Context: an optimization exercise on an open-source flow, tuned for small area. The choices shown serve that exercise and are no tape-out recipe. Function was checked by simulation only, so behaviour that the tests miss may differ from the original.

===== flow/design.v =====
`default_nettype none
package fft_peak_detect_pkg;
  localparam int FPD_DATA_W = 16;
  localparam int FPD_IDX_W  = 10;
  typedef enum logic [1:0] {
    ST_IDLE   = 2'd0,
    ST_ACCUM  = 2'd1,
    ST_DRAIN  = 2'd2,
    ST_REPORT = 2'd3
  } fpd_state_e;
endpackage
`default_nettype wire
`default_nettype none
module fft_mag2_pipe
#(
  parameter int DATA_W = fft_peak_detect_pkg::FPD_DATA_W
) (
  input  logic [DATA_W-1:0]     in_re,
  input  logic [DATA_W-1:0]     in_im,
  output logic [2*DATA_W-1:0]   out_pow
);
  wire [15:0] a = in_re;
  wire [15:0] b = in_im;
  wire w0 = a[0] & a[1];
  wire w1 = a[0] & a[2];
  wire w2 = a[0] & a[3];
  wire w3 = a[0] & a[4];
  wire w4 = a[0] & a[5];
  wire w5 = a[0] & a[6];
  wire w6 = a[0] & a[7];
  wire w7 = a[0] & a[8];
  wire w8 = a[0] & a[9];
  wire w9 = a[0] & a[10];
  wire w10 = a[0] & a[11];
  wire w11 = a[0] & a[12];
  wire w12 = a[0] & a[13];
  wire w13 = a[0] & a[14];
  wire w14 = ~(a[15] & a[0]);
  wire w15 = a[1] & a[2];
  wire w16 = a[1] & a[3];
  wire w17 = a[1] & a[4];
  wire w18 = a[1] & a[5];
  wire w19 = a[1] & a[6];
  wire w20 = a[1] & a[7];
  wire w21 = a[1] & a[8];
  wire w22 = a[1] & a[9];
  wire w23 = a[1] & a[10];
  wire w24 = a[1] & a[11];
  wire w25 = a[1] & a[12];
  wire w26 = a[1] & a[13];
  wire w27 = a[1] & a[14];
  wire w28 = ~(a[15] & a[1]);
  wire w29 = a[2] & a[3];
  wire w30 = a[2] & a[4];
  wire w31 = a[2] & a[5];
  wire w32 = a[2] & a[6];
  wire w33 = a[2] & a[7];
  wire w34 = a[2] & a[8];
  wire w35 = a[2] & a[9];
  wire w36 = a[2] & a[10];
  wire w37 = a[2] & a[11];
  wire w38 = a[2] & a[12];
  wire w39 = a[2] & a[13];
  wire w40 = a[2] & a[14];
  wire w41 = ~(a[15] & a[2]);
  wire w42 = a[3] & a[4];
  wire w43 = a[3] & a[5];
  wire w44 = a[3] & a[6];
  wire w45 = a[3] & a[7];
  wire w46 = a[3] & a[8];
  wire w47 = a[3] & a[9];
  wire w48 = a[3] & a[10];
  wire w49 = a[3] & a[11];
  wire w50 = a[3] & a[12];
  wire w51 = a[3] & a[13];
  wire w52 = a[3] & a[14];
  wire w53 = ~(a[15] & a[3]);
  wire w54 = a[4] & a[5];
  wire w55 = a[4] & a[6];
  wire w56 = a[4] & a[7];
  wire w57 = a[4] & a[8];
  wire w58 = a[4] & a[9];
  wire w59 = a[4] & a[10];
  wire w60 = a[4] & a[11];
  wire w61 = a[4] & a[12];
  wire w62 = a[4] & a[13];
  wire w63 = a[4] & a[14];
  wire w64 = ~(a[15] & a[4]);
  wire w65 = a[5] & a[6];
  wire w66 = a[5] & a[7];
  wire w67 = a[5] & a[8];
  wire w68 = a[5] & a[9];
  wire w69 = a[5] & a[10];
  wire w70 = a[5] & a[11];
  wire w71 = a[5] & a[12];
  wire w72 = a[5] & a[13];
  wire w73 = a[5] & a[14];
  wire w74 = ~(a[15] & a[5]);
  wire w75 = a[6] & a[7];
  wire w76 = a[6] & a[8];
  wire w77 = a[6] & a[9];
  wire w78 = a[6] & a[10];
  wire w79 = a[6] & a[11];
  wire w80 = a[6] & a[12];
  wire w81 = a[6] & a[13];
  wire w82 = a[6] & a[14];
  wire w83 = ~(a[15] & a[6]);
  wire w84 = a[7] & a[8];
  wire w85 = a[7] & a[9];
  wire w86 = a[7] & a[10];
  wire w87 = a[7] & a[11];
  wire w88 = a[7] & a[12];
  wire w89 = a[7] & a[13];
  wire w90 = a[7] & a[14];
  wire w91 = ~(a[15] & a[7]);
  wire w92 = a[8] & a[9];
  wire w93 = a[8] & a[10];
  wire w94 = a[8] & a[11];
  wire w95 = a[8] & a[12];
  wire w96 = a[8] & a[13];
  wire w97 = a[8] & a[14];
  wire w98 = ~(a[15] & a[8]);
  wire w99 = a[9] & a[10];
  wire w100 = a[9] & a[11];
  wire w101 = a[9] & a[12];
  wire w102 = a[9] & a[13];
  wire w103 = a[9] & a[14];
  wire w104 = ~(a[15] & a[9]);
  wire w105 = a[10] & a[11];
  wire w106 = a[10] & a[12];
  wire w107 = a[10] & a[13];
  wire w108 = a[10] & a[14];
  wire w109 = ~(a[15] & a[10]);
  wire w110 = a[11] & a[12];
  wire w111 = a[11] & a[13];
  wire w112 = a[11] & a[14];
  wire w113 = ~(a[15] & a[11]);
  wire w114 = a[12] & a[13];
  wire w115 = a[12] & a[14];
  wire w116 = ~(a[15] & a[12]);
  wire w117 = a[13] & a[14];
  wire w118 = ~(a[15] & a[13]);
  wire w119 = ~(a[15] & a[14]);
  wire w120 = b[0] & b[1];
  wire w121 = b[0] & b[2];
  wire w122 = b[0] & b[3];
  wire w123 = b[0] & b[4];
  wire w124 = b[0] & b[5];
  wire w125 = b[0] & b[6];
  wire w126 = b[0] & b[7];
  wire w127 = b[0] & b[8];
  wire w128 = b[0] & b[9];
  wire w129 = b[0] & b[10];
  wire w130 = b[0] & b[11];
  wire w131 = b[0] & b[12];
  wire w132 = b[0] & b[13];
  wire w133 = b[0] & b[14];
  wire w134 = ~(b[15] & b[0]);
  wire w135 = b[1] & b[2];
  wire w136 = b[1] & b[3];
  wire w137 = b[1] & b[4];
  wire w138 = b[1] & b[5];
  wire w139 = b[1] & b[6];
  wire w140 = b[1] & b[7];
  wire w141 = b[1] & b[8];
  wire w142 = b[1] & b[9];
  wire w143 = b[1] & b[10];
  wire w144 = b[1] & b[11];
  wire w145 = b[1] & b[12];
  wire w146 = b[1] & b[13];
  wire w147 = b[1] & b[14];
  wire w148 = ~(b[15] & b[1]);
  wire w149 = b[2] & b[3];
  wire w150 = b[2] & b[4];
  wire w151 = b[2] & b[5];
  wire w152 = b[2] & b[6];
  wire w153 = b[2] & b[7];
  wire w154 = b[2] & b[8];
  wire w155 = b[2] & b[9];
  wire w156 = b[2] & b[10];
  wire w157 = b[2] & b[11];
  wire w158 = b[2] & b[12];
  wire w159 = b[2] & b[13];
  wire w160 = b[2] & b[14];
  wire w161 = ~(b[15] & b[2]);
  wire w162 = b[3] & b[4];
  wire w163 = b[3] & b[5];
  wire w164 = b[3] & b[6];
  wire w165 = b[3] & b[7];
  wire w166 = b[3] & b[8];
  wire w167 = b[3] & b[9];
  wire w168 = b[3] & b[10];
  wire w169 = b[3] & b[11];
  wire w170 = b[3] & b[12];
  wire w171 = b[3] & b[13];
  wire w172 = b[3] & b[14];
  wire w173 = ~(b[15] & b[3]);
  wire w174 = b[4] & b[5];
  wire w175 = b[4] & b[6];
  wire w176 = b[4] & b[7];
  wire w177 = b[4] & b[8];
  wire w178 = b[4] & b[9];
  wire w179 = b[4] & b[10];
  wire w180 = b[4] & b[11];
  wire w181 = b[4] & b[12];
  wire w182 = b[4] & b[13];
  wire w183 = b[4] & b[14];
  wire w184 = ~(b[15] & b[4]);
  wire w185 = b[5] & b[6];
  wire w186 = b[5] & b[7];
  wire w187 = b[5] & b[8];
  wire w188 = b[5] & b[9];
  wire w189 = b[5] & b[10];
  wire w190 = b[5] & b[11];
  wire w191 = b[5] & b[12];
  wire w192 = b[5] & b[13];
  wire w193 = b[5] & b[14];
  wire w194 = ~(b[15] & b[5]);
  wire w195 = b[6] & b[7];
  wire w196 = b[6] & b[8];
  wire w197 = b[6] & b[9];
  wire w198 = b[6] & b[10];
  wire w199 = b[6] & b[11];
  wire w200 = b[6] & b[12];
  wire w201 = b[6] & b[13];
  wire w202 = b[6] & b[14];
  wire w203 = ~(b[15] & b[6]);
  wire w204 = b[7] & b[8];
  wire w205 = b[7] & b[9];
  wire w206 = b[7] & b[10];
  wire w207 = b[7] & b[11];
  wire w208 = b[7] & b[12];
  wire w209 = b[7] & b[13];
  wire w210 = b[7] & b[14];
  wire w211 = ~(b[15] & b[7]);
  wire w212 = b[8] & b[9];
  wire w213 = b[8] & b[10];
  wire w214 = b[8] & b[11];
  wire w215 = b[8] & b[12];
  wire w216 = b[8] & b[13];
  wire w217 = b[8] & b[14];
  wire w218 = ~(b[15] & b[8]);
  wire w219 = b[9] & b[10];
  wire w220 = b[9] & b[11];
  wire w221 = b[9] & b[12];
  wire w222 = b[9] & b[13];
  wire w223 = b[9] & b[14];
  wire w224 = ~(b[15] & b[9]);
  wire w225 = b[10] & b[11];
  wire w226 = b[10] & b[12];
  wire w227 = b[10] & b[13];
  wire w228 = b[10] & b[14];
  wire w229 = ~(b[15] & b[10]);
  wire w230 = b[11] & b[12];
  wire w231 = b[11] & b[13];
  wire w232 = b[11] & b[14];
  wire w233 = ~(b[15] & b[11]);
  wire w234 = b[12] & b[13];
  wire w235 = b[12] & b[14];
  wire w236 = ~(b[15] & b[12]);
  wire w237 = b[13] & b[14];
  wire w238 = ~(b[15] & b[13]);
  wire w239 = ~(b[15] & b[14]);
  wire w240 = w10 ^ w23;
  wire w241 = w10 & w23;
  wire w242, w243;
  assign {w243, w242} = w12 + w25 + w37;
  wire w244 = w48 ^ w58;
  wire w245 = w48 & w58;
  wire w246, w247;
  assign {w247, w246} = w13 + w26 + w38;
  wire w248 = w49 ^ w59;
  wire w249 = w49 & w59;
  wire w250, w251;
  assign {w251, w250} = w14 + w27 + w39;
  wire w252, w253;
  assign {w253, w252} = w50 + w60 + w69;
  wire w254, w255;
  assign {w255, w254} = w77 + w84 + a[8];
  wire w256 = w134 ^ w147;
  wire w257 = w134 & w147;
  wire w258, w259;
  assign {w259, w258} = w28 + w40 + w51;
  wire w260, w261;
  assign {w261, w260} = w61 + w70 + w78;
  wire w262, w263;
  assign {w263, w262} = w85 + w148 + w160;
  wire w264, w265;
  assign {w265, w264} = w41 + w52 + w62;
  wire w266, w267;
  assign {w267, w266} = w71 + w79 + w86;
  wire w268, w269;
  assign {w269, w268} = w92 + a[9] + w161;
  wire w270, w271;
  assign {w271, w270} = w53 + w63 + w72;
  wire w272, w273;
  assign {w273, w272} = w64 + w73 + w81;
  wire w274 = w6 ^ w19;
  wire w275 = w6 & w19;
  wire w276, w277;
  assign {w277, w276} = w8 + w21 + w33;
  wire w278 = w44 ^ w54;
  wire w279 = w44 & w54;
  wire w280, w281;
  assign {w281, w280} = w9 + w22 + w34;
  wire w282 = w45 ^ w55;
  wire w283 = w45 & w55;
  wire w284, w285;
  assign {w285, w284} = w35 + w46 + w56;
  wire w286, w287;
  assign {w287, w286} = w65 + a[6] + w130;
  wire w288, w289;
  assign {w289, w288} = w143 + w155 + w166;
  wire w290, w291;
  assign {w291, w290} = w11 + w24 + w36;
  wire w292, w293;
  assign {w293, w292} = w47 + w57 + w66;
  wire w294, w295;
  assign {w295, w294} = w131 + w144 + w156;
  wire w296 = w167 ^ w177;
  wire w297 = w167 & w177;
  wire w298, w299;
  assign {w299, w298} = w67 + w75 + a[7];
  wire w300, w301;
  assign {w301, w300} = w132 + w145 + w157;
  wire w302, w303;
  assign {w303, w302} = w168 + w178 + w187;
  wire w304, w305;
  assign {w305, w304} = w195 + b[7] + w242;
  wire w306, w307;
  assign {w307, w306} = w68 + w76 + w133;
  wire w308, w309;
  assign {w309, w308} = w146 + w158 + w169;
  wire w310, w311;
  assign {w311, w310} = w179 + w188 + w196;
  wire w312, w313;
  assign {w313, w312} = w246 + w248 + w243;
  wire w314, w315;
  assign {w315, w314} = w159 + w170 + w180;
  wire w316, w317;
  assign {w317, w316} = w189 + w197 + w204;
  wire w318, w319;
  assign {w319, w318} = b[8] + w250 + w252;
  wire w320, w321;
  assign {w321, w320} = w254 + w256 + w247;
  wire w322, w323;
  assign {w323, w322} = w171 + w181 + w190;
  wire w324, w325;
  assign {w325, w324} = w198 + w205 + 1'b1;
  wire w326, w327;
  assign {w327, w326} = w258 + w260 + w262;
  wire w328, w329;
  assign {w329, w328} = w251 + w253 + w255;
  wire w330, w331;
  assign {w331, w330} = w172 + w182 + w191;
  wire w332, w333;
  assign {w333, w332} = w199 + w206 + w212;
  wire w334, w335;
  assign {w335, w334} = b[9] + w264 + w266;
  wire w336, w337;
  assign {w337, w336} = w268 + w259 + w261;
  wire w338, w339;
  assign {w339, w338} = w80 + w87 + w93;
  wire w340, w341;
  assign {w341, w340} = w173 + w183 + w192;
  wire w342, w343;
  assign {w343, w342} = w200 + w207 + w213;
  wire w344, w345;
  assign {w345, w344} = w270 + w265 + w267;
  wire w346, w347;
  assign {w347, w346} = w88 + w94 + w99;
  wire w348, w349;
  assign {w349, w348} = a[10] + w184 + w193;
  wire w350, w351;
  assign {w351, w350} = w201 + w208 + w214;
  wire w352, w353;
  assign {w353, w352} = w219 + b[10] + w272;
  wire w354, w355;
  assign {w355, w354} = w74 + w82 + w89;
  wire w356, w357;
  assign {w357, w356} = w95 + w100 + w194;
  wire w358, w359;
  assign {w359, w358} = w202 + w209 + w215;
  wire w360, w361;
  assign {w361, w360} = w83 + w90 + w96;
  wire w362, w363;
  assign {w363, w362} = w101 + w105 + a[11];
  wire w364, w365;
  assign {w365, w364} = w203 + w210 + w216;
  wire w366, w367;
  assign {w367, w366} = w91 + w97 + w102;
  wire w368, w369;
  assign {w369, w368} = w98 + w103 + w107;
  wire w370, w371;
  assign {w371, w370} = w4 + w17 + w29;
  wire w372 = w5 ^ w18;
  wire w373 = w5 & w18;
  wire w374, w375;
  assign {w375, w374} = w31 + w42 + a[4];
  wire w376, w377;
  assign {w377, w376} = w126 + w139 + w151;
  wire w378, w379;
  assign {w379, w378} = w7 + w20 + w32;
  wire w380, w381;
  assign {w381, w380} = w43 + w127 + w140;
  wire w382 = w152 ^ w163;
  wire w383 = w152 & w163;
  wire w384, w385;
  assign {w385, w384} = a[5] + w128 + w141;
  wire w386, w387;
  assign {w387, w386} = w153 + w164 + w174;
  wire w388, w389;
  assign {w389, w388} = b[5] + w276 + w278;
  wire w390, w391;
  assign {w391, w390} = w129 + w142 + w154;
  wire w392, w393;
  assign {w393, w392} = w165 + w175 + w280;
  wire w394, w395;
  assign {w395, w394} = w282 + w277 + w279;
  wire w396, w397;
  assign {w397, w396} = w176 + w185 + b[6];
  wire w398, w399;
  assign {w399, w398} = w240 + w284 + w286;
  wire w400, w401;
  assign {w401, w400} = w288 + w281 + w283;
  wire w402, w403;
  assign {w403, w402} = w186 + w241 + w290;
  wire w404, w405;
  assign {w405, w404} = w292 + w294 + w296;
  wire w406, w407;
  assign {w407, w406} = w285 + w287 + w289;
  wire w408, w409;
  assign {w409, w408} = w244 + w298 + w300;
  wire w410, w411;
  assign {w411, w410} = w302 + w304 + w291;
  wire w412, w413;
  assign {w413, w412} = w293 + w295 + w297;
  wire w414, w415;
  assign {w415, w414} = w245 + w306 + w308;
  wire w416, w417;
  assign {w417, w416} = w310 + w312 + w299;
  wire w418, w419;
  assign {w419, w418} = w301 + w303 + w305;
  wire w420, w421;
  assign {w421, w420} = w249 + w314 + w316;
  wire w422, w423;
  assign {w423, w422} = w318 + w320 + w307;
  wire w424, w425;
  assign {w425, w424} = w309 + w311 + w313;
  wire w426, w427;
  assign {w427, w426} = w257 + w322 + w324;
  wire w428, w429;
  assign {w429, w428} = w326 + w328 + w315;
  wire w430, w431;
  assign {w431, w430} = w317 + w319 + w321;
  wire w432, w433;
  assign {w433, w432} = w263 + w330 + w332;
  wire w434, w435;
  assign {w435, w434} = w334 + w336 + w323;
  wire w436, w437;
  assign {w437, w436} = w325 + w327 + w329;
  wire w438, w439;
  assign {w439, w438} = w269 + w338 + w340;
  wire w440, w441;
  assign {w441, w440} = w342 + w344 + w331;
  wire w442, w443;
  assign {w443, w442} = w333 + w335 + w337;
  wire w444, w445;
  assign {w445, w444} = w271 + w346 + w348;
  wire w446, w447;
  assign {w447, w446} = w350 + w352 + w339;
  wire w448, w449;
  assign {w449, w448} = w341 + w343 + w345;
  wire w450, w451;
  assign {w451, w450} = w220 + w273 + w354;
  wire w452, w453;
  assign {w453, w452} = w356 + w358 + w347;
  wire w454, w455;
  assign {w455, w454} = w349 + w351 + w353;
  wire w456, w457;
  assign {w457, w456} = w221 + w225 + b[11];
  wire w458, w459;
  assign {w459, w458} = w360 + w362 + w364;
  wire w460, w461;
  assign {w461, w460} = w355 + w357 + w359;
  wire w462, w463;
  assign {w463, w462} = w106 + w211 + w217;
  wire w464, w465;
  assign {w465, w464} = w222 + w226 + w366;
  wire w466, w467;
  assign {w467, w466} = w361 + w363 + w365;
  wire w468, w469;
  assign {w469, w468} = w110 + a[12] + w218;
  wire w470, w471;
  assign {w471, w470} = w223 + w227 + w230;
  wire w472, w473;
  assign {w473, w472} = b[12] + w368 + w367;
  wire w474, w475;
  assign {w475, w474} = w104 + w108 + w111;
  wire w476, w477;
  assign {w477, w476} = w224 + w228 + w231;
  wire w478, w479;
  assign {w479, w478} = w109 + w112 + w114;
  wire w480, w481;
  assign {w481, w480} = a[13] + w229 + w232;
  wire w482, w483;
  assign {w483, w482} = w2 + w15 + a[2];
  wire w484 = w3 ^ w16;
  wire w485 = w3 & w16;
  wire w486, w487;
  assign {w487, w486} = a[3] + w124 + w137;
  wire w488 = w149 ^ b[3];
  wire w489 = w149 & b[3];
  wire w490, w491;
  assign {w491, w490} = w30 + w125 + w138;
  wire w492, w493;
  assign {w493, w492} = w150 + w372 + w371;
  wire w494, w495;
  assign {w495, w494} = w162 + b[4] + w274;
  wire w496, w497;
  assign {w497, w496} = w374 + w376 + w373;
  wire w498, w499;
  assign {w499, w498} = w275 + w378 + w380;
  wire w500, w501;
  assign {w501, w500} = w382 + w375 + w377;
  wire w502, w503;
  assign {w503, w502} = w384 + w386 + w388;
  wire w504, w505;
  assign {w505, w504} = w379 + w381 + w383;
  wire w506, w507;
  assign {w507, w506} = w390 + w392 + w394;
  wire w508, w509;
  assign {w509, w508} = w385 + w387 + w389;
  wire w510, w511;
  assign {w511, w510} = w396 + w398 + w400;
  wire w512, w513;
  assign {w513, w512} = w391 + w393 + w395;
  wire w514, w515;
  assign {w515, w514} = w402 + w404 + w406;
  wire w516, w517;
  assign {w517, w516} = w397 + w399 + w401;
  wire w518, w519;
  assign {w519, w518} = w408 + w410 + w412;
  wire w520, w521;
  assign {w521, w520} = w403 + w405 + w407;
  wire w522, w523;
  assign {w523, w522} = w414 + w416 + w418;
  wire w524, w525;
  assign {w525, w524} = w409 + w411 + w413;
  wire w526, w527;
  assign {w527, w526} = w420 + w422 + w424;
  wire w528, w529;
  assign {w529, w528} = w415 + w417 + w419;
  wire w530, w531;
  assign {w531, w530} = w426 + w428 + w430;
  wire w532, w533;
  assign {w533, w532} = w421 + w423 + w425;
  wire w534, w535;
  assign {w535, w534} = w432 + w434 + w436;
  wire w536, w537;
  assign {w537, w536} = w427 + w429 + w431;
  wire w538, w539;
  assign {w539, w538} = w438 + w440 + w442;
  wire w540, w541;
  assign {w541, w540} = w433 + w435 + w437;
  wire w542, w543;
  assign {w543, w542} = w444 + w446 + w448;
  wire w544, w545;
  assign {w545, w544} = w439 + w441 + w443;
  wire w546, w547;
  assign {w547, w546} = w450 + w452 + w454;
  wire w548, w549;
  assign {w549, w548} = w445 + w447 + w449;
  wire w550, w551;
  assign {w551, w550} = w456 + w458 + w460;
  wire w552, w553;
  assign {w553, w552} = w451 + w453 + w455;
  wire w554, w555;
  assign {w555, w554} = w462 + w464 + w466;
  wire w556, w557;
  assign {w557, w556} = w457 + w459 + w461;
  wire w558, w559;
  assign {w559, w558} = w468 + w470 + w472;
  wire w560, w561;
  assign {w561, w560} = w463 + w465 + w467;
  wire w562, w563;
  assign {w563, w562} = w369 + w474 + w476;
  wire w564, w565;
  assign {w565, w564} = w469 + w471 + w473;
  wire w566, w567;
  assign {w567, w566} = w234 + b[13] + w478;
  wire w568, w569;
  assign {w569, w568} = w480 + w475 + w477;
  wire w570, w571;
  assign {w571, w570} = w113 + w115 + w233;
  wire w572, w573;
  assign {w573, w572} = w235 + w479 + w481;
  wire w574, w575;
  assign {w575, w574} = w116 + w117 + a[14];
  wire w576, w577;
  assign {w577, w576} = w236 + w237 + b[14];
  wire w578 = w0 ^ a[1];
  wire w579 = w0 & a[1];
  wire w580 = w122 ^ w135;
  wire w581 = w122 & w135;
  wire w582, w583;
  assign {w583, w582} = w123 + w136 + w484;
  wire w584, w585;
  assign {w585, w584} = w370 + w486 + w488;
  wire w586, w587;
  assign {w587, w586} = w490 + w492 + w487;
  wire w588, w589;
  assign {w589, w588} = w494 + w496 + w491;
  wire w590, w591;
  assign {w591, w590} = w498 + w500 + w495;
  wire w592, w593;
  assign {w593, w592} = w502 + w504 + w499;
  wire w594, w595;
  assign {w595, w594} = w506 + w508 + w503;
  wire w596, w597;
  assign {w597, w596} = w510 + w512 + w507;
  wire w598, w599;
  assign {w599, w598} = w514 + w516 + w511;
  wire w600, w601;
  assign {w601, w600} = w518 + w520 + w515;
  wire w602, w603;
  assign {w603, w602} = w522 + w524 + w519;
  wire w604, w605;
  assign {w605, w604} = w526 + w528 + w523;
  wire w606, w607;
  assign {w607, w606} = w530 + w532 + w527;
  wire w608, w609;
  assign {w609, w608} = w534 + w536 + w531;
  wire w610, w611;
  assign {w611, w610} = w538 + w540 + w535;
  wire w612, w613;
  assign {w613, w612} = w542 + w544 + w539;
  wire w614, w615;
  assign {w615, w614} = w546 + w548 + w543;
  wire w616, w617;
  assign {w617, w616} = w550 + w552 + w547;
  wire w618, w619;
  assign {w619, w618} = w554 + w556 + w551;
  wire w620, w621;
  assign {w621, w620} = w558 + w560 + w555;
  wire w622, w623;
  assign {w623, w622} = w562 + w564 + w559;
  wire w624, w625;
  assign {w625, w624} = w566 + w568 + w563;
  wire w626, w627;
  assign {w627, w626} = w570 + w572 + w567;
  wire w628, w629;
  assign {w629, w628} = w574 + w576 + w571;
  wire w630, w631;
  assign {w631, w630} = w118 + w238 + w575;
  wire w632, w633;
  assign {w633, w632} = w119 + a[15] + w239;
  wire w634 = w120 ^ b[1];
  wire w635 = w120 & b[1];
  wire w636, w637;
  assign {w637, w636} = w1 + w121 + w579;
  wire w638, w639;
  assign {w639, w638} = b[2] + w482 + w580;
  wire w640, w641;
  assign {w641, w640} = w483 + w582 + w581;
  wire w642, w643;
  assign {w643, w642} = w485 + w584 + w583;
  wire w644, w645;
  assign {w645, w644} = w489 + w586 + w585;
  wire w646, w647;
  assign {w647, w646} = w493 + w588 + w587;
  wire w648, w649;
  assign {w649, w648} = w497 + w590 + w589;
  wire w650, w651;
  assign {w651, w650} = w501 + w592 + w591;
  wire w652, w653;
  assign {w653, w652} = w505 + w594 + w593;
  wire w654, w655;
  assign {w655, w654} = w509 + w596 + w595;
  wire w656, w657;
  assign {w657, w656} = w513 + w598 + w597;
  wire w658, w659;
  assign {w659, w658} = w517 + w600 + w599;
  wire w660, w661;
  assign {w661, w660} = w521 + w602 + w601;
  wire w662, w663;
  assign {w663, w662} = w525 + w604 + w603;
  wire w664, w665;
  assign {w665, w664} = w529 + w606 + w605;
  wire w666, w667;
  assign {w667, w666} = w533 + w608 + w607;
  wire w668, w669;
  assign {w669, w668} = w537 + w610 + w609;
  wire w670, w671;
  assign {w671, w670} = w541 + w612 + w611;
  wire w672, w673;
  assign {w673, w672} = w545 + w614 + w613;
  wire w674, w675;
  assign {w675, w674} = w549 + w616 + w615;
  wire w676, w677;
  assign {w677, w676} = w553 + w618 + w617;
  wire w678, w679;
  assign {w679, w678} = w557 + w620 + w619;
  wire w680, w681;
  assign {w681, w680} = w561 + w622 + w621;
  wire w682, w683;
  assign {w683, w682} = w565 + w624 + w623;
  wire w684, w685;
  assign {w685, w684} = w569 + w626 + w625;
  wire w686, w687;
  assign {w687, w686} = w573 + w628 + w627;
  wire w688, w689;
  assign {w689, w688} = w577 + w630 + w629;
  wire w690, w691;
  assign {w691, w690} = b[15] + w632 + w631;
  wire [31:0] ra = {w633, w690, w688, w686, w684, w682, w680, w678, w676, w674, w672, w670, w668, w666, w664, w662, w660, w658, w656, w654, w652, w650, w648, w646, w644, w642, w640, w638, w636, w578, 1'b0, a[0]};
  wire [31:0] rb = {w691, w689, w687, w685, w683, w681, w679, w677, w675, w673, w671, w669, w667, w665, w663, w661, w659, w657, w655, w653, w651, w649, w647, w645, w643, w641, w639, w637, w635, w634, 1'b0, b[0]};
  wire w692 = ra[0] ^ rb[0];
  wire w693 = ra[0] & rb[0];
  wire w694, w695;
  assign {w695, w694} = ra[1] + rb[1] + w693;
  wire w696, w697;
  assign {w697, w696} = ra[2] + rb[2] + w695;
  wire w698, w699;
  assign {w699, w698} = ra[3] + rb[3] + w697;
  wire w700, w701;
  assign {w701, w700} = ra[4] + rb[4] + w699;
  wire w702, w703;
  assign {w703, w702} = ra[5] + rb[5] + w701;
  wire w704, w705;
  assign {w705, w704} = ra[6] + rb[6] + w703;
  wire w706, w707;
  assign {w707, w706} = ra[7] + rb[7] + w705;
  wire w708 = ra[8] & rb[8];
  wire w709 = ra[9] & rb[9];
  wire w710 = ra[10] & rb[10];
  wire w711 = ra[11] & rb[11];
  wire w712 = ra[12] & rb[12];
  wire w713 = ra[13] & rb[13];
  wire w714 = ra[14] & rb[14];
  wire w715 = ra[15] & rb[15];
  wire w716 = ra[16] & rb[16];
  wire w717 = ra[17] & rb[17];
  wire w718 = ra[18] & rb[18];
  wire w719 = ra[19] & rb[19];
  wire w720 = ra[20] & rb[20];
  wire w721 = ra[21] & rb[21];
  wire w722 = ra[22] & rb[22];
  wire w723 = ra[23] & rb[23];
  wire w724 = ra[24] & rb[24];
  wire w725 = ra[25] & rb[25];
  wire w726 = ra[26] & rb[26];
  wire w727 = ra[27] & rb[27];
  wire w728 = ra[28] & rb[28];
  wire w729 = ra[29] & rb[29];
  wire w730 = ra[30] & rb[30];
  wire w731 = ra[31] & rb[31];
  wire w732 = ra[8] ^ rb[8];
  wire w733 = ra[9] ^ rb[9];
  wire w734 = ra[10] ^ rb[10];
  wire w735 = ra[11] ^ rb[11];
  wire w736 = ra[12] ^ rb[12];
  wire w737 = ra[13] ^ rb[13];
  wire w738 = ra[14] ^ rb[14];
  wire w739 = ra[15] ^ rb[15];
  wire w740 = ra[16] ^ rb[16];
  wire w741 = ra[17] ^ rb[17];
  wire w742 = ra[18] ^ rb[18];
  wire w743 = ra[19] ^ rb[19];
  wire w744 = ra[20] ^ rb[20];
  wire w745 = ra[21] ^ rb[21];
  wire w746 = ra[22] ^ rb[22];
  wire w747 = ra[23] ^ rb[23];
  wire w748 = ra[24] ^ rb[24];
  wire w749 = ra[25] ^ rb[25];
  wire w750 = ra[26] ^ rb[26];
  wire w751 = ra[27] ^ rb[27];
  wire w752 = ra[28] ^ rb[28];
  wire w753 = ra[29] ^ rb[29];
  wire w754 = ra[30] ^ rb[30];
  wire w755 = ra[31] ^ rb[31];
  wire w756 = w708 | (w732 & w707);
  wire w757 = w709 | (w733 & w756);
  wire w758 = w733 & w732;
  wire w759 = w711 | (w735 & w710);
  wire w760 = w735 & w734;
  wire w761 = w713 | (w737 & w712);
  wire w762 = w737 & w736;
  wire w763 = w715 | (w739 & w714);
  wire w764 = w739 & w738;
  wire w765 = w717 | (w741 & w716);
  wire w766 = w741 & w740;
  wire w767 = w719 | (w743 & w718);
  wire w768 = w743 & w742;
  wire w769 = w721 | (w745 & w720);
  wire w770 = w745 & w744;
  wire w771 = w723 | (w747 & w722);
  wire w772 = w747 & w746;
  wire w773 = w725 | (w749 & w724);
  wire w774 = w749 & w748;
  wire w775 = w727 | (w751 & w726);
  wire w776 = w751 & w750;
  wire w777 = w729 | (w753 & w728);
  wire w778 = w753 & w752;
  wire w779 = w731 | (w755 & w730);
  wire w780 = w755 & w754;
  wire w781 = w759 | (w760 & w757);
  wire w782 = w760 & w758;
  wire w783 = w763 | (w764 & w761);
  wire w784 = w764 & w762;
  wire w785 = w767 | (w768 & w765);
  wire w786 = w768 & w766;
  wire w787 = w771 | (w772 & w769);
  wire w788 = w772 & w770;
  wire w789 = w775 | (w776 & w773);
  wire w790 = w776 & w774;
  wire w791 = w779 | (w780 & w777);
  wire w792 = w780 & w778;
  wire w793 = w783 | (w784 & w781);
  wire w794 = w784 & w782;
  wire w795 = w787 | (w788 & w785);
  wire w796 = w788 & w786;
  wire w797 = w791 | (w792 & w789);
  wire w798 = w792 & w790;
  wire w799 = w795 | (w796 & w793);
  wire w800 = w796 & w794;
  wire w801 = w797 | (w798 & w799);
  wire w802 = w798 & w800;
  wire w803 = w785 | (w786 & w793);
  wire w804 = w786 & w794;
  wire w805 = w789 | (w790 & w799);
  wire w806 = w790 & w800;
  wire w807 = w761 | (w762 & w781);
  wire w808 = w762 & w782;
  wire w809 = w765 | (w766 & w793);
  wire w810 = w766 & w794;
  wire w811 = w769 | (w770 & w803);
  wire w812 = w770 & w804;
  wire w813 = w773 | (w774 & w799);
  wire w814 = w774 & w800;
  wire w815 = w777 | (w778 & w805);
  wire w816 = w778 & w806;
  wire w817 = w710 | (w734 & w757);
  wire w818 = w734 & w758;
  wire w819 = w712 | (w736 & w781);
  wire w820 = w736 & w782;
  wire w821 = w714 | (w738 & w807);
  wire w822 = w738 & w808;
  wire w823 = w716 | (w740 & w793);
  wire w824 = w740 & w794;
  wire w825 = w718 | (w742 & w809);
  wire w826 = w742 & w810;
  wire w827 = w720 | (w744 & w803);
  wire w828 = w744 & w804;
  wire w829 = w722 | (w746 & w811);
  wire w830 = w746 & w812;
  wire w831 = w724 | (w748 & w799);
  wire w832 = w748 & w800;
  wire w833 = w726 | (w750 & w813);
  wire w834 = w750 & w814;
  wire w835 = w728 | (w752 & w805);
  wire w836 = w752 & w806;
  wire w837 = w730 | (w754 & w815);
  wire w838 = w754 & w816;
  wire w839 = w732 ^ w707;
  wire w840 = w733 ^ w756;
  wire w841 = w734 ^ w757;
  wire w842 = w735 ^ w817;
  wire w843 = w736 ^ w781;
  wire w844 = w737 ^ w819;
  wire w845 = w738 ^ w807;
  wire w846 = w739 ^ w821;
  wire w847 = w740 ^ w793;
  wire w848 = w741 ^ w823;
  wire w849 = w742 ^ w809;
  wire w850 = w743 ^ w825;
  wire w851 = w744 ^ w803;
  wire w852 = w745 ^ w827;
  wire w853 = w746 ^ w811;
  wire w854 = w747 ^ w829;
  wire w855 = w748 ^ w799;
  wire w856 = w749 ^ w831;
  wire w857 = w750 ^ w813;
  wire w858 = w751 ^ w833;
  wire w859 = w752 ^ w805;
  wire w860 = w753 ^ w835;
  wire w861 = w754 ^ w815;
  wire w862 = w755 ^ w837;
  assign out_pow = {w862, w861, w860, w859, w858, w857, w856, w855, w854, w853, w852, w851, w850, w849, w848, w847, w846, w845, w844, w843, w842, w841, w840, w839, w706, w704, w702, w700, w698, w696, w694, w692};
endmodule
`default_nettype wire
`default_nettype none
module fft_peak_detect
#(
  parameter int DATA_W = fft_peak_detect_pkg::FPD_DATA_W,
  parameter int FFT_N  = 1024,
  parameter int IDX_W  = fft_peak_detect_pkg::FPD_IDX_W
) (
  input  logic                sys_clk,
  input  logic                sys_rst,
  input  logic [DATA_W-1:0]   s_re,
  input  logic [DATA_W-1:0]   s_im,
  input  logic                s_valid,
  input  logic                s_last,
  output logic                s_ready,
  output logic [IDX_W-1:0]    peak_idx,
  output logic [2*DATA_W-1:0] peak_pow,
  output logic                peak_valid,
  output logic                frame_err,
  output logic                busy
);
  localparam int PW = 2 * DATA_W;
  logic             en_q, post_q, bad_q;
  logic [IDX_W-1:0] cnt_q;
  logic [IDX_W-2:0] run_idx_q, peak_idx_q;
  logic [PW-1:0]    run_pow_q, peak_pow_q;
  logic             w_accept, w_at_end, w_last, w_elig, w_first, w_hit, w_load;
  logic [PW-1:0]    w_pow;
  logic             w_gt;
  assign w_accept = s_valid & s_ready;
  assign w_at_end = &cnt_q;
  assign w_last   = w_accept & (s_last | w_at_end);
  assign w_elig   = ~cnt_q[IDX_W-1] & (|cnt_q);
  assign w_first  = (cnt_q == IDX_W'(1));
  fft_mag2_pipe #(.DATA_W(DATA_W)) u_mag2 (
    .in_re   (s_re),
    .in_im   (s_im),
    .out_pow (w_pow)
  );
  fft_peak_cmp #(.W(PW)) u_cmp (.a(w_pow), .b(run_pow_q), .gt(w_gt), .lt());
  assign w_hit  = w_accept & w_elig & (w_first | w_gt);
  assign w_load = post_q & (cnt_q == IDX_W'(FFT_N - 2)) & ~bad_q;
  always_ff @(posedge sys_clk) begin
    if (w_hit) begin
      run_pow_q <= w_pow;
      run_idx_q <= w_first ? (IDX_W-1)'(|{s_re, s_im}) : cnt_q[IDX_W-2:0];
    end
    if (!post_q) bad_q <= ~(s_last & w_at_end);
  end
  always_ff @(posedge sys_clk or negedge sys_rst) begin
    if (!sys_rst) begin
      en_q       <= 1'b0;
      post_q     <= 1'b0;
      cnt_q      <= '0;
      peak_idx_q <= '0;
      peak_pow_q <= '0;
    end else begin
      en_q <= 1'b1;
      if (w_last) begin
        post_q <= 1'b1;
        cnt_q  <= IDX_W'(FFT_N - 4);
      end else if (post_q | w_accept) begin
        cnt_q <= cnt_q + IDX_W'(1);
        if (w_at_end) post_q <= 1'b0;
      end
      if (w_load) begin
        peak_idx_q <= run_idx_q;
        peak_pow_q <= run_pow_q;
      end
    end
  end
  assign s_ready    = en_q & ~post_q;
  assign busy       = post_q | (|cnt_q);
  assign peak_valid = post_q & w_at_end & ~bad_q;
  assign frame_err  = post_q & w_at_end & bad_q;
  assign peak_idx   = {1'b0, peak_idx_q};
  assign peak_pow   = peak_pow_q;
endmodule
module fft_peak_cmp
#(
  parameter int W = 32
) (
  input  logic [W-1:0] a,
  input  logic [W-1:0] b,
  output logic         gt,
  output logic         lt
);
  if (W == 1) begin : g_leaf
    assign gt = a[0] & ~b[0];
    assign lt = b[0] & ~a[0];
  end else begin : g_node
    localparam int H = W / 2;
    logic gt_hi, lt_hi, gt_lo, lt_lo;
    fft_peak_cmp #(.W(W - H)) u_hi (.a(a[W-1:H]), .b(b[W-1:H]), .gt(gt_hi), .lt(lt_hi));
    fft_peak_cmp #(.W(H))     u_lo (.a(a[H-1:0]), .b(b[H-1:0]), .gt(gt_lo), .lt(lt_lo));
    assign gt = gt_hi | (~lt_hi & gt_lo);
    assign lt = lt_hi | (~gt_hi & lt_lo);
  end
endmodule
`default_nettype wire

===== flow/standard.sh =====
#!/bin/bash
# synth_recipe.tcl (not shown) runs the flow's synth.tcl, then flattens the netlist and writes it again
# the make line also repeats each setting of config.mk as NAME=value (left out here)
make -C /OpenROAD-flow-scripts/flow DESIGN_CONFIG=/design/flow/config.mk WORK_HOME=/design/flow/orfs CLKGATE_MAP_FILE= SYNTH_SCRIPT=/design/flow/synth_recipe.tcl "${@:-finish}"

===== flow/config.mk =====
export PLATFORM = sky130hd
export DESIGN_NAME = fft_peak_detect
export DESIGN_NICKNAME = fft_peak_detect
export VERILOG_FILES = /design/flow/design.v
export SDC_FILE = /design/flow/constraint.sdc
export NUM_CORES = 4
export LEC_CHECK = 0
export CAP_MARGIN = 0
export CORE_MARGIN = 2
export CORE_UTILIZATION = 84
export CTS_BUF_LIST = sky130_fd_sc_hd__clkbuf_8
export GPL_TIMING_DRIVEN = 0
export PLACE_DENSITY = 0.9
export SLEW_MARGIN = 0

===== flow/constraint.sdc =====
create_clock -name core_clock -period 10.0 [get_ports {sys_clk}]
set_input_delay 2.0000 -clock core_clock [delete_from_list [all_inputs] [get_ports {sys_clk}]]
set_output_delay 2.0000 -clock core_clock [all_outputs]
set_load 0.01 [all_outputs]

===== flow/flow/run.sh =====
#!/bin/bash
set -euo pipefail
RES=orfs/results/sky130hd/fft_peak_detect/base
bash standard.sh synth > synth.log 2>&1
cp $RES/1_2_yosys.v yosys_std.v
python3 flow/faflip.py yosys_std.v $RES/1_2_yosys.v > faflip.log 2>&1
rm -f $RES/1_synth.odb
export PRE_GLOBAL_PLACE_TCL="$PWD/flow/ports.tcl"
export CTS_ARGS="-sink_clustering_enable -repair_clock_nets -buf_list sky130_fd_sc_hd__clkbuf_8 -dont_use_dummy_load"
bash standard.sh > layout.log 2>&1

===== flow/flow/ports.tcl =====
# Port buffers: every input gets a sky130_fd_sc_hd__buf_2 (they fan out to many gates),
# outputs the smallest plain buffer.
rename buffer_ports my_orig_buffer_ports
proc buffer_ports {args} {
  my_orig_buffer_ports -inputs -buffer_cell sky130_fd_sc_hd__buf_2
  my_orig_buffer_ports -outputs -buffer_cell sky130_fd_sc_hd__buf_1
}

===== flow/flow/faflip.py =====
#!/usr/bin/env python3
"""Netlist clean-up after synthesis; registers are left as they are.
  - synthesis buffers between cells are dropped;
  - full adders are flipped (FA is self-dual, FA(~a,~b,~c) = ~FA(a,b,c))
    so that inverters around them cancel, choosing the flips by cell area;
  - half adders whose inputs or outputs are inverted become xor/nor or
    xnor/nand gates, two-input gates absorb inverted inputs (De Morgan);
  - mux2 cells become a22o with one shared select inverter;
  - single-load inverters fold into the gate that drives them.

usage: faflip.py IN.v OUT.v
"""
import re, sys

PRE = 'sky130_fd_sc_hd__'
src = open(sys.argv[1]).read()

m = re.search(r'^module\s+(\w+)\s*\((.*?)\);', src, re.S | re.M)
ports = set(p.strip() for p in m.group(2).split(','))
inst_re = re.compile(r'^(\s*)(' + PRE + r'\w+)\s+(\S+)\s*\((.*?)\);\n', re.S | re.M)
pin_re = re.compile(r'\.(\w+)\(([^()]*)\)')

cells = {}   # name -> [type, {pin: net}]
order = []
first = None
for mm in inst_re.finditer(src):
    if first is None:
        first = mm.start()
    t, n, body = mm.group(2), mm.group(3), mm.group(4)
    pins = {p: v.strip() for p, v in pin_re.findall(body)}
    cells[n] = [t[len(PRE):], pins]
    order.append(n)
last = list(inst_re.finditer(src))[-1].end()
head, tail = src[:first], src[last:]
assert 'assign' not in tail and 'assign' not in head, 'assign statements not handled'

OUT = {'X', 'Y', 'Q', 'Q_N', 'SUM', 'COUT', 'HI', 'LO'}


def is_port_net(net):
    return net.split('[')[0].strip() in ports


def build():
    drv, loads = {}, {}
    for n, (t, pins) in cells.items():
        for p, v in pins.items():
            if p in OUT:
                drv[v] = (n, p)
            else:
                loads.setdefault(v, []).append((n, p))
    return drv, loads


cnt = [0]
newnets = []


def newnet():
    cnt[0] += 1
    nn = '_ff%d_' % cnt[0]
    newnets.append(nn)
    return nn


def new_inv(a, y):
    cnt[0] += 1
    nm = '_ffi%d_' % cnt[0]
    cells[nm] = ['inv_1', {'A': a, 'Y': y}]
    return nm


def is_inv(n):
    return n in cells and cells[n][0] in ('inv_1', 'clkinv_1')


def cleanup():
    """Remove inverters without loads, and bypass inverter pairs."""
    changed = True
    while changed:
        changed = False
        drv, loads = build()
        for n in list(cells):
            if n not in cells or not is_inv(n):
                continue
            y = cells[n][1]['Y']
            if not loads.get(y) and not is_port_net(y):
                del cells[n]
                changed = True
                continue
            a = cells[n][1]['A']
            d = drv.get(a)
            # inv -> inv: loads of the second may use the first's input.
            if d and is_inv(d[0]) and not is_port_net(y):
                orig = cells[d[0]][1]['A']
                for (ln, lp) in loads.get(y, []):
                    cells[ln][1][lp] = orig
                del cells[n]
                changed = True
                drv, loads = build()


def ninv():
    return sum(1 for n in cells if is_inv(n))


COMP = {'and2_1': 'nand2_1', 'nand2_1': 'and2_1', 'or2_1': 'nor2_1', 'nor2_1': 'or2_1',
        'xor2_1': 'xnor2_1', 'xnor2_1': 'xor2_1', 'and3_1': 'nand3_1', 'nand3_1': 'and3_1',
        'or3_1': 'nor3_1', 'nor3_1': 'or3_1', 'and4_1': 'nand4_1', 'nand4_1': 'and4_1',
        'or4_1': 'nor4_1', 'nor4_1': 'or4_1', 'inv_1': None}


def outpin(t):
    return 'X' if t.startswith(('and', 'or', 'xor', 'buf', 'clkbuf')) else 'Y'


def flip(f):
    drv, loads = build()
    t, pins = cells[f]
    for p in ('A', 'B', 'CIN'):
        v = pins[p]
        d = drv.get(v)
        if d and is_inv(d[0]):
            pins[p] = cells[d[0]][1]['A']
        elif (d and COMP.get(cells[d[0]][0]) and len(loads.get(v, [])) == 1
              and not is_port_net(v)):
            g = cells[d[0]]
            del g[1][outpin(g[0])]
            g[0] = COMP[g[0]]
            g[1][outpin(g[0])] = v
        else:
            # reuse an inverter of this net if there is one
            inv = [ln for (ln, lp) in loads.get(v, []) if is_inv(ln)]
            if inv:
                pins[p] = cells[inv[0]][1]['Y']
            else:
                nn = newnet()
                new_inv(v, nn)
                pins[p] = nn
    for p in ('SUM', 'COUT'):
        o = pins[p]
        on = newnet()
        pins[p] = on
        rest = []
        for (ln, lp) in loads.get(o, []):
            if is_inv(ln) and not is_port_net(cells[ln][1]['Y']):
                y = cells[ln][1]['Y']
                _, l2 = drv, loads
                for (mn, mp) in loads.get(y, []):
                    cells[mn][1][mp] = on
                del cells[ln]
            else:
                rest.append((ln, lp))
        if rest or is_port_net(o):
            new_inv(on, o)


import copy, random


def ha_fix():
    """HA(~x, ~y) = (x ^ y, ~(x | y)): xor2 + nor2, the same area, two inverters gone."""
    n_fixed = 0
    drv, loads = build()
    for n in list(cells):
        if n not in cells or cells[n][0] != 'ha_1':
            continue
        pins = cells[n][1]
        da, db = drv.get(pins['A']), drv.get(pins['B'])
        if not (da and db and is_inv(da[0]) and is_inv(db[0])):
            continue
        x, y = cells[da[0]][1]['A'], cells[db[0]][1]['A']
        del cells[n]
        cnt[0] += 1
        if 'SUM' in pins:
            cells['_ffx%d_' % cnt[0]] = ['xor2_1', {'A': x, 'B': y, 'X': pins['SUM']}]
        if 'COUT' in pins:
            cells['_ffn%d_' % cnt[0]] = ['nor2_1', {'A': x, 'B': y, 'Y': pins['COUT']}]
        n_fixed += 1
        drv, loads = build()
    cleanup()
    return n_fixed


AREA = {}
_cur = None
for _line in open('/OpenROAD-flow-scripts/flow/platforms/sky130hd/lib/sky130_fd_sc_hd__tt_025C_1v80.lib'):
    _m = re.match(r'\s*cell\s*\(\s*"?(\w+)"?\s*\)', _line)
    if _m:
        _cur = _m.group(1)
    _m = re.match(r'\s*area\s*:\s*([\d.]+)', _line)
    if _m and _cur:
        AREA[_cur[len(PRE):]] = float(_m.group(1))
        _cur = None


def cost():
    return sum(AREA[t] for t, _ in cells.values()) - 3.75 * free_invs()


def free_invs():
    """Inverters, not counting those that only feed half adders whose both
    inputs are inverted (ha_fix removes them)."""
    drv, loads = build()
    k = 0
    for n in cells:
        if not is_inv(n):
            continue
        ls = loads.get(cells[n][1]['Y'], [])
        free = bool(ls) and not is_port_net(cells[n][1]['Y'])
        for (ln, lp) in ls:
            if cells[ln][0] != 'ha_1':
                free = False
                break
            other = cells[ln][1]['B' if lp == 'A' else 'A']
            d = drv.get(other)
            if not (d and is_inv(d[0])):
                free = False
                break
        if free:
            k += 1
    return k


# Drop synthesis buffers between cells (placement repairs what needs it).
nbuf = 0
drv, loads = build()
for n in list(cells):
    t, pins = cells[n]
    if not (t.startswith('buf_') or t.startswith('clkbuf_')):
        continue
    a, x = pins['A'], pins['X']
    if is_port_net(x):
        continue
    for (ln, lp) in loads.get(x, []):
        cells[ln][1][lp] = a
    del cells[n]
    nbuf += 1
    drv, loads = build()
print('buffers removed:', nbuf, file=sys.stderr)
cleanup()
base = cost()
print('inverters at start:', ninv(), 'area', base, file=sys.stderr)
random.seed(1)
fas = [n for n in cells if cells[n][0] == 'fa_1']


def components():
    """Two-colour the full adders: an inverter between two adders asks for
    different colours. Returns [(members, colour)] per connected group."""
    drv, loads = build()
    adj = {f: [] for f in fas}
    for f in fas:
        for p in ('A', 'B', 'CIN'):
            v = cells[f][1][p]
            k = 0
            d = drv.get(v)
            while d and is_inv(d[0]):
                k += 1
                d = drv.get(cells[d[0]][1]['A'])
            if d and cells[d[0]][0] == 'fa_1':
                adj[f].append((d[0], k & 1))
                adj[d[0]].append((f, k & 1))
    col, comps = {}, []
    for f in fas:
        if f in col:
            continue
        col[f] = 0
        q, mem = [f], [f]
        while q:
            u = q.pop()
            for (w, par) in adj[u]:
                if w not in col:
                    col[w] = col[u] ^ par
                    q.append(w)
                    mem.append(w)
        comps.append(mem)
    return comps, col


comps, col = components()
print('adder groups:', len(comps), [len(c) for c in comps][:10], file=sys.stderr)
for mem in comps:
    results = []
    for want in (0, 1):
        save = copy.deepcopy(cells)
        for f in mem:
            if col[f] == want:
                flip(f)
                cleanup()
        results.append((cost(), want))
        cells.clear()
        cells.update(save)
    k, want = min(results)
    if k < base:
        for f in mem:
            if col[f] == want:
                flip(f)
                cleanup()
        base = cost()
print('after colouring:', ninv(), base, file=sys.stderr)
best = copy.deepcopy(cells)
best_k = base
for rnd in range(6):
    random.shuffle(fas)
    for f in fas:
        save = copy.deepcopy(cells)
        flip(f)
        cleanup()
        k = cost()
        # accept ties in the first rounds to leave local minima
        if k < base or (k == base and rnd < 3):
            base = k
        else:
            cells.clear()
            cells.update(save)
        if base < best_k:
            best_k = base
            best = copy.deepcopy(cells)
    print('round', rnd, 'inverters', ninv(), 'area', base, file=sys.stderr)
cells.clear()
cells.update(best)
print('inverters after flips:', ninv(), file=sys.stderr)
print('half adders on two inverted inputs rebuilt:', ha_fix(), 'inverters', ninv(), file=sys.stderr)

drv, loads = build()
for n in list(cells):
    t, pins = cells[n]
    if t != 'ha_1':
        continue
    if not loads.get(pins.get('SUM')) and not is_port_net(pins.get('SUM', '')):
        cells[n] = ['and2_1', {'A': pins['A'], 'B': pins['B'], 'X': pins['COUT']}]
    elif not loads.get(pins.get('COUT')) and not is_port_net(pins.get('COUT', '')):
        cells[n] = ['xor2_1', {'A': pins['A'], 'B': pins['B'], 'X': pins['SUM']}]

# Half adders whose outputs only feed inverters: split into gates of the
# inverted polarity (xnor2 / nand2) and drop the inverters.
n_hs = 0
for n in list(cells):
    if n not in cells or cells[n][0] != 'ha_1':
        continue
    drv, loads = build()
    pins = cells[n][1]
    def inv_only(net):
        ls = loads.get(net, [])
        return bool(ls) and not is_port_net(net) and all(is_inv(l) for l, _ in ls)
    so, co = pins.get('SUM'), pins.get('COUT')
    inv_s = so is not None and inv_only(so)
    inv_c = co is not None and inv_only(co)
    if not (inv_s or inv_c):
        continue
    save = copy.deepcopy(cells)
    base = cost()
    a, b = pins['A'], pins['B']
    del cells[n]
    cnt[0] += 1
    for (o, inv, pos, neg, op, on) in ((so, inv_s, 'xor2_1', 'xnor2_1', 'X', 'Y'),
                                        (co, inv_c, 'and2_1', 'nand2_1', 'X', 'Y')):
        if o is None:
            continue
        if inv:
            nn = newnet()
            for (l, _) in loads.get(o, []):
                y = cells[l][1]['Y']
                for (m, mp) in loads.get(y, []):
                    cells[m][1][mp] = nn
                del cells[l]
            cells['_ffh%d_%s' % (cnt[0], neg)] = [neg, {'A': a, 'B': b, on: nn}]
        else:
            cells['_ffh%d_%s' % (cnt[0], pos)] = [pos, {'A': a, 'B': b, op: o}]
    cleanup()
    if cost() < base - 0.01:
        n_hs += 1
    else:
        cells.clear()
        cells.update(save)
print('half adders split into inverted gates:', n_hs, 'inverters', ninv(), file=sys.stderr)

# De Morgan: two-input gates whose inputs come from inverters.
DM2 = {'and2_1': 'nor2_1', 'or2_1': 'nand2_1', 'nand2_1': 'or2_1', 'nor2_1': 'and2_1',
       'xor2_1': 'xor2_1', 'xnor2_1': 'xnor2_1'}
DM1 = {'xor2_1': 'xnor2_1', 'xnor2_1': 'xor2_1'}
n_dm = 0
base = cost()
for n in list(cells):
    if n not in cells or cells[n][0] not in DM2:
        continue
    drv, loads = build()
    t, pins = cells[n]
    ia = drv.get(pins['A'])
    ib = drv.get(pins['B'])
    ia = ia if ia and is_inv(ia[0]) else None
    ib = ib if ib and is_inv(ib[0]) else None
    if ia and ib:
        newt = DM2[t]
    elif (ia or ib) and t in DM1:
        newt = DM1[t]
    else:
        continue
    save = copy.deepcopy(cells)
    out = pins[outpin(t)]
    del pins[outpin(t)]
    if ia:
        pins['A'] = cells[ia[0]][1]['A']
    if ib:
        pins['B'] = cells[ib[0]][1]['A']
    cells[n][0] = newt
    pins[outpin(newt)] = out
    cleanup()
    k = cost()
    if k < base - 0.01:
        base = k
        n_dm += 1
    else:
        cells.clear()
        cells.update(save)
print('gates rewritten on inverted inputs:', n_dm, 'inverters', ninv(), file=sys.stderr)

# mux2 (11.3 um2) -> a22o (8.8 um2) with one shared inverter per select net.
n_mx = 0
drv, loads = build()
sel_inv = {}
for n in list(cells):
    t, pins = cells[n]
    if t not in ('mux2_1', 'mux2_2'):
        continue
    sl = pins['S']
    if sl not in sel_inv:
        inv = [ln for (ln, lp) in loads.get(sl, []) if is_inv(ln)]
        if inv:
            sel_inv[sl] = cells[inv[0]][1]['Y']
        else:
            nn = newnet()
            new_inv(sl, nn)
            sel_inv[sl] = nn
    cells[n] = ['a22o_1', {'A1': sl, 'A2': pins['A1'], 'B1': sel_inv[sl], 'B2': pins['A0'], 'X': pins['X']}]
    n_mx += 1
print('mux2 rebuilt as a22o:', n_mx, file=sys.stderr)

# Fold a single-load inverter into the simple gate that drives it.
folded = 0
drv, loads = build()
for n in list(cells):
    if n not in cells or not is_inv(n):
        continue
    a = cells[n][1]['A']
    d = drv.get(a)
    if not d or d[0] not in cells or is_port_net(a) or len(loads.get(a, [])) != 1:
        continue
    g = cells[d[0]]
    if g[0] not in COMP or COMP[g[0]] is None:
        continue
    outp = 'Y' if 'Y' in g[1] else 'X'
    newt = COMP[g[0]]
    newout = 'Y' if newt.startswith('n') or newt.startswith('xn') else 'X'
    if newt.startswith('xnor'):
        newout = 'Y'
    if newt.startswith('xor'):
        newout = 'X'
    y = cells[n][1]['Y']
    del g[1][outp]
    g[1][newout] = y
    g[0] = newt
    del cells[n]
    folded += 1
    drv, loads = build()
print('folded into gates:', folded, 'inverters left:', ninv(), file=sys.stderr)

# Write out.
used = set()
for t, pins in cells.values():
    used.update(pins.values())
decl = ''.join('  wire %s;\n' % w for w in newnets if w in used)
body = []
for n in order + [k for k in cells if k not in order]:
    if n not in cells:
        continue
    t, pins = cells[n]
    body.append('  %s%s %s (\n%s\n  );\n' % (PRE, t, n, ',\n'.join('    .%s(%s%s)' % (p, v, ' ' if v.startswith('\\') else '') for p, v in pins.items())))
open(sys.argv[2], 'w').write(head.rstrip(' ') + decl + ''.join(body) + tail)

==> qor.yml, run 1 <==
setup_viol: 0
num_rows: 41
critical-path-top-delay-family: "adder cells"
post-route-min-period_ps: 9550
drtPass1Iterations: 9
relSlewSlack: 0.0869
hpwl_microns: 19800
grt_pass1_vias: 9060
critPathMaxFanout: 23
place_inst: 1215
max_freq_mhz: 105
hp-class: "reg -> reg"
rsz0062_at_grt: "no"
start_util: 0.851
overflow: 0
cts_made_buffers: 9
viasPerCell: 6.92
port_buffers: 80
grtUsageMet3: 0.115
setup-tns-final_ps: 0
crit_path_frequent_cell: "fa_1"
post-route-drc-count: 0
gp_congestion: 0.964
grt_first_pass_wirelength_microns: 44100
layout.nets: 1324
timing.max_cap.violations: 0
postRouteAntennaNets: 0
start_kind: "primary input"
drt_iter0_markers: 1091
worstSetupPathType: "in -> reg"
worst_pin_slew_ps: 1370
htree_num_levels: 3
yosys_warnings: 1
drive_above_1_share: 0.0625
fillCellCount: 498
cts_sinks: 95
use_met1: 0.547
cts.reportedPaths.clkPinSlew_ps: 70
grt_use_met2: 0.725
clk-insertion-delay-late_ps: 360
dieWidth_microns: 117
cpPeakStageDelay_ps: 610
netlist_instances: 962
cts_root_buffer: "clkbuf_8"
fin_cells: 1228
tritoncts: "yes"
clockBufferDepth: 2
netlist_area_sq_um: 10700
core_sq_um: 12500
die_y_microns: 117
synth_nets: 1228
cp.required_ps: 10100
dieArea_sq_um: 13600
syn_area_per_cell_sq_um: 11.1
finalHoldViolCount: 0
track_usage: 0.435
routedWlPerCell_microns: 22.7
critPathBufInv: 2
finClkSkew_ps: 25.1
outcome: "finished clean"
drv_slew: 0
grt_max_degree: 54
endpoint_kind: "flip-flop"
timing.final.crit_share: 0.955
vias: 8493
antenna_found_initial: 0
wirelength_microns: 27800
critical_path_arrival_ps: 9640
grt-busiest-layer: "met2"
num_antenna_cells: 0
slowest_stage: "fa_1"
area_growth_pct: 7.10
io_pins: 82
[area by class of cell]
| type | count | area, sq um | share of cell area |
|---|---|---|---|
| sequential | 95 | 2590 | 0.227 |
| multi-input combinational | 796 | 7810 | 0.685 |
| tap | 172 | 215 | 0.0189 |
| timing repair buffer | 85 | 402 | 0.0352 |
| buffer | 1 | 7.51 | 0.000658 |
| clock buffer | 9 | 124 | 0.0109 |
| inverter | 70 | 263 | 0.0230 |
[timing repair]
item                                    CTS  global route
buffers inserted                          4             0
hold buffers                              0             0
pin swaps                                 1             0
resized for setup                         0             2
endpoints found under the setup margin   23            41
[cells in the final DEF, fill, tap and decap left out, types with 3 or more instances in the layout]
| master | n |
|---|---|
| and2_1 | 51 |
| dfrtp_1 | 53 |
| nand2_1 | 236 |
| buf_4 | 5 |
| o211ai_1 | 4 |
| a21o_1 | 7 |
| inv_1 | 70 |
| xor2_1 | 29 |
| clkbuf_8 | 9 |
| nor2b_1 | 10 |
| o21ai_0 | 15 |
| buf_2 | 35 |
| o21a_1 | 3 |
| a31oi_1 | 3 |
| maj3_1 | 8 |
| a22o_1 | 42 |
| xnor2_1 | 21 |
| buf_1 | 45 |
| a21boi_0 | 3 |
| o221ai_1 | 3 |
| fa_1 | 228 |
| maj3_2 | 3 |
| nand3_1 | 12 |
| a21oi_1 | 17 |
| edfxtp_1 | 42 |
| nand2b_1 | 5 |
| nor4_1 | 8 |
| nor2_1 | 37 |
[per-layer routing]
layer  part of all wire  vias to the layer above
li1                   -                     3349
met1               0.33                     4172
met2               0.49                      788
met3               0.13                      184
met4              0.049                        0
met5                  0                        -
[stage by stage]
stage / hold WS, ps / setup slack, ps / utilization / cell area (sq um)
2_1_floorplan: 456 / 458 / - / 10700
3_3_place_gp: 459 / -1060 / 0.896 / 11200
3_5_place_dp: 465 / -401 / 0.899 / 11300
4_1_cts: 485 / 297 / 0.911 / 11400
5_1_grt: 502 / 77.9 / 0.912 / 11400
6_report: 481 / 453 / 0.912 / 11400
[sequential cells by signal, indices dropped and copies added (netlist names)]
name,flops
run_pow_q,32
en_q,1
peak_idx_q,9
run_idx_q,9
post_q,1
peak_pow_q,32
bad_q,1
cnt_q,10
[final timing paths]
check	from	end	slack (ps)	cells past startpoint
worst max-delay path	s_re[0]	run_pow_q[16]$_DFFE_PP_	450	25
worst min-delay path	run_idx_q[2]$_SDFFCE_PN0P_	peak_idx_q[2]$_DFFE_PN0P_	480	1
worst max register to register	cnt_q[6]$_DFFE_PN0P_	peak_pow_q[20]$_DFFE_PN0P_	6750	6
worst min register to register	run_idx_q[2]$_SDFFCE_PN0P_	peak_idx_q[2]$_DFFE_PN0P_	480	1
max in group asynchronous	sys_rst	peak_pow_q[19]$_DFFE_PN0P_	7430	1
min in group asynchronous	sys_rst	peak_pow_q[4]$_DFFE_PN0P_	1860	1
==> run 2: changes to the inputs <==
==> flow/flow/run.sh (replaced) <==
#!/bin/bash
set -euo pipefail
RES=orfs/results/sky130hd/fft_peak_detect/base
LIB=$FLOW_HOME/platforms/sky130hd/lib/sky130_fd_sc_hd__tt_025C_1v80.lib
bash standard.sh synth > synth.log 2>&1
cp $RES/1_2_yosys.v yosys_std.v
python3 flow/faflip.py yosys_std.v netlist_1.v > faflip_1.log 2>&1
yosys -l cell_models.log -q -p "read_liberty -ignore_miss_func $LIB; write_verilog -noattr cell_models.v"
bash flow/remap.sh netlist_1.v netlist_2.v cell_models.v > remap.log 2>&1
python3 flow/faflip.py netlist_2.v $RES/1_2_yosys.v > faflip_2.log 2>&1
rm -f $RES/1_synth.odb
export PRE_GLOBAL_PLACE_TCL="$PWD/flow/ports.tcl"
export CTS_ARGS="-sink_clustering_enable -repair_clock_nets -buf_list sky130_fd_sc_hd__clkbuf_8 -dont_use_dummy_load"
bash standard.sh > layout.log 2>&1
==> flow/flow/remap.sh (new file) <==
#!/bin/bash
# remap.sh IN.v OUT.v MODELS.v : re-map the glue logic of a mapped netlist with
# ABC (the flow's speed script). Full and half adders, flip-flops, tie cells and
# buffers stay as they are; every other cell is read as its liberty function
# (MODELS.v) and mapped again. Registers keep their instances and names.
set -euo pipefail
L=$FLOW_HOME/platforms/sky130hd/lib/sky130_fd_sc_hd__tt_025C_1v80.lib
S=$FLOW_HOME/scripts/abc_speed.script
yosys -l remap_yosys.log -q -p "read_liberty -lib $L; read_verilog $1; hierarchy -top fft_peak_detect;
techmap -map $3 t:sky130_fd_sc_hd__* t:*fa_1 t:*ha_1 t:*dfrtp_1 t:*edfxtp_1 t:*dfxtp_1 t:*conb_1 t:*buf_* %u %u %u %u %u %u %d;
techmap; opt -fast;
abc -script $S -liberty $L -dont_use *lpflow* -dont_use *probe* -D 10000;
opt_clean -purge; write_verilog -noattr -noexpr $2"
--- a/flow/config.mk
+++ b/flow/config.mk
@@ -10,5 +10,4 @@
 export CORE_UTILIZATION = 84
 export CTS_BUF_LIST = sky130_fd_sc_hd__clkbuf_8
 export GPL_TIMING_DRIVEN = 0
-export PLACE_DENSITY = 0.9
 export SLEW_MARGIN = 0
==> qor.yml, run 2 <==
drv_slew: 0  # unchanged
grt_max_degree: 54  # unchanged
worst_pin_slew_ps: 1170  # -202 ps
io_pins: 82  # unchanged
dieArea_sq_um: 13400  # -1.6%
drtPass1Iterations: 14  # +5
layout.nets: 1305  # -1.4%
drive_above_1_share: 0.0771  # +0.0146
timing.final.crit_share: 1.01  # +0.0594
num_antenna_cells: 0  # unchanged
start_util: 0.865  # +0.0138
hp-class: "reg -> reg"
netlist_area_sq_um: 10500  # -1.7%
finalHoldViolCount: 0  # unchanged
post-route-drc-count: 0  # unchanged
so_faults: "negative setup slack"
outcome: "complete, but fails checks"
postRouteAntennaNets: 0  # unchanged
port_buffers: 80  # unchanged
max_freq_mhz: 98.6  # -5.9%
htree_num_levels: 3  # unchanged
tritoncts: "yes"
worstSetupPathType: "in -> reg"
track_usage: 0.535  # +0.100
critical_path_arrival_ps: 10210  # +570 ps
overflow: 0  # unchanged
holdWs_ps: 473  # -7.67 ps
finClkSkew_ps: 33.8  # +8.74 ps
setup_ws_ps: -141  # -594 ps
post-route-min-period_ps: 10140  # +594 ps
wirelength_microns: 37300  # +34%
drt_iter0_markers: 2121  # +94%
final_common_cell: "nand2_1"
endpoint_kind: "flip-flop"
gp_congestion: 0.904  # -6.2%
clk-insertion-delay-late_ps: 390  # +30 ps
hpwl_microns: 21300  # +7.6%
die_y_microns: 116  # -0.81%
setup_viol: 36  # +36
area_growth_pct: 9.64
slowest_stage: "fa_1"
synth_nets: 1204  # -2.0%
cts_made_buffers: 9  # unchanged
routedWlPerCell_microns: 30.9  # +36%
netlist_instances: 938  # -2.5%
num_rows: 40  # -2.4%
grt_first_pass_wirelength_microns: 52300  # +19%
cts_root_buffer: "clkbuf_8"
syn_area_per_cell_sq_um: 11.2  # +0.85%
relSlewSlack: 0.223  # +0.136
yosys_warnings: 1  # unchanged
cts_sinks: 95  # unchanged
antenna_found_initial: 0  # unchanged
layout.cells.most_common_list: "nand2_1 (243), fa_1 (222), inv_1 (69)"
reg.largest.list: "peak_pow_q: 32 flops, run_pow_q: 32 flops, cnt_q: 10 flops"
core_sq_um: 12100  # -3.2%
critPathMaxFanout: 16  # -30%
vias: 9747  # +15%
grt_pass1_vias: 10000  # +11%
dieWidth_microns: 116  # -0.81%
cp.required_ps: 10070  # -30 ps
timing.max_cap.violations: 0  # unchanged
cpPeakStageDelay_ps: 520  # -90 ps
clockBufferDepth: 2  # unchanged
start_kind: "primary input"
viasPerCell: 8.09  # +17%
cts_hold_buffers: 0  # unchanged
cts.reportedPaths.clkPinSlew_ps: 110  # +40 ps
## run 2: final timing paths
path                            cells past startpoint                        from  slack (ps)                          to
worst max-delay path                               27                     s_re[4]        -140     run_pow_q[16]$_DFFE_PP_
worst min-delay path                                1  run_idx_q[1]$_SDFFCE_PN0P_         470   peak_idx_q[1]$_DFFE_PN0P_
worst max register to register                     11     run_pow_q[16]$_DFFE_PP_        6450     run_pow_q[16]$_DFFE_PP_
worst min register to register                      1  run_idx_q[1]$_SDFFCE_PN0P_         470   peak_idx_q[1]$_DFFE_PN0P_
max in group asynchronous                           1                     sys_rst        7430  peak_pow_q[26]$_DFFE_PN0P_
min in group asynchronous                           1                     sys_rst        1850   peak_idx_q[6]$_DFFE_PN0P_
## run 2: worst max-delay path, delay by kind of cell
family / cells / cell delay, ps
AOI/OAI and AO/OA: 6 / 1220
xor gates and xnor gates: 1 / 320
adders and majority gates: 14 / 5560
buffers and inverters: 3 / 640
and+or+nand+nor: 3 / 460
## run 2: what timing repair did
item,in CTS,in global routing
gates cloned,1,0
pin swaps,2,3
resized for setup,22,33
buffers inserted,3,0
endpoints found under the setup margin,41,41
## run 2: metrics by stage
stage	area, sq um	instances	setup TNS (ps)	setup slack, ps	util
floorplan	10500	938	0	36.9	-
global placement	11000	1186	-51120	-1250	0.911
detailed placement	11100	1191	-38500	-998	0.917
CTS	11400	1204	0	20.6	0.938
global route	11500	1205	-11440	-328	0.948
finish	11500	1205	-4050	-141	0.948
## run 2: final cells by class
cell class / count / area (sq um)
sequential: 95 / 2590
clock buffer: 9 / 124
tap: 168 / 210
buffer: 1 / 7.51
timing repair buffer: 90 / 569
fill: 321 / 626
inverter: 70 / 263
multi-input combinational: 772 / 7720
## run 2: metal layers
metal | global-route usage | wire, microns | part of all wire | vias up
met5 | 0 | 0 | 0 | -
met3 | 0.210 | 6660 | 0.18 | 597
met1 | 0.620 | 9900 | 0.27 | 4371
li1 | - | - | - | 3303
met4 | 0.421 | 4910 | 0.13 | 0
met2 | 0.805 | 15800 | 0.42 | 1476

[re-timing with driven ports]
The results above use ideal ports. As a check the final layouts listed here were re-extracted and re-timed, cells and wires unchanged. Step 1 sets driving cells, clkbuf_16 on the clock port and buf_2 on the other inputs (assumed; they add their load-dependent delay and slew). Step 2 also shifts input and output timing later by t, the mid clock arrival at the registers, as if the neighbouring blocks saw the same clock. Three values: ideal, step 1, step 2; two values: the first two.
run	t, ns	slack for setup (ns)	hold WS [ns]	worst slew at a driven data input, ns
run 1	0.384	0.453 / 0.461 / 0.077	0.481 / 0.481 / 0.481	0.03
run 2	0.410	-0.141 / -0.147 / -0.557	0.473 / 0.473 / 0.473	0.09
The setup slack of run 2, which loses most, moves by -0.006 ns with the drivers and by -0.416 ns with both steps.
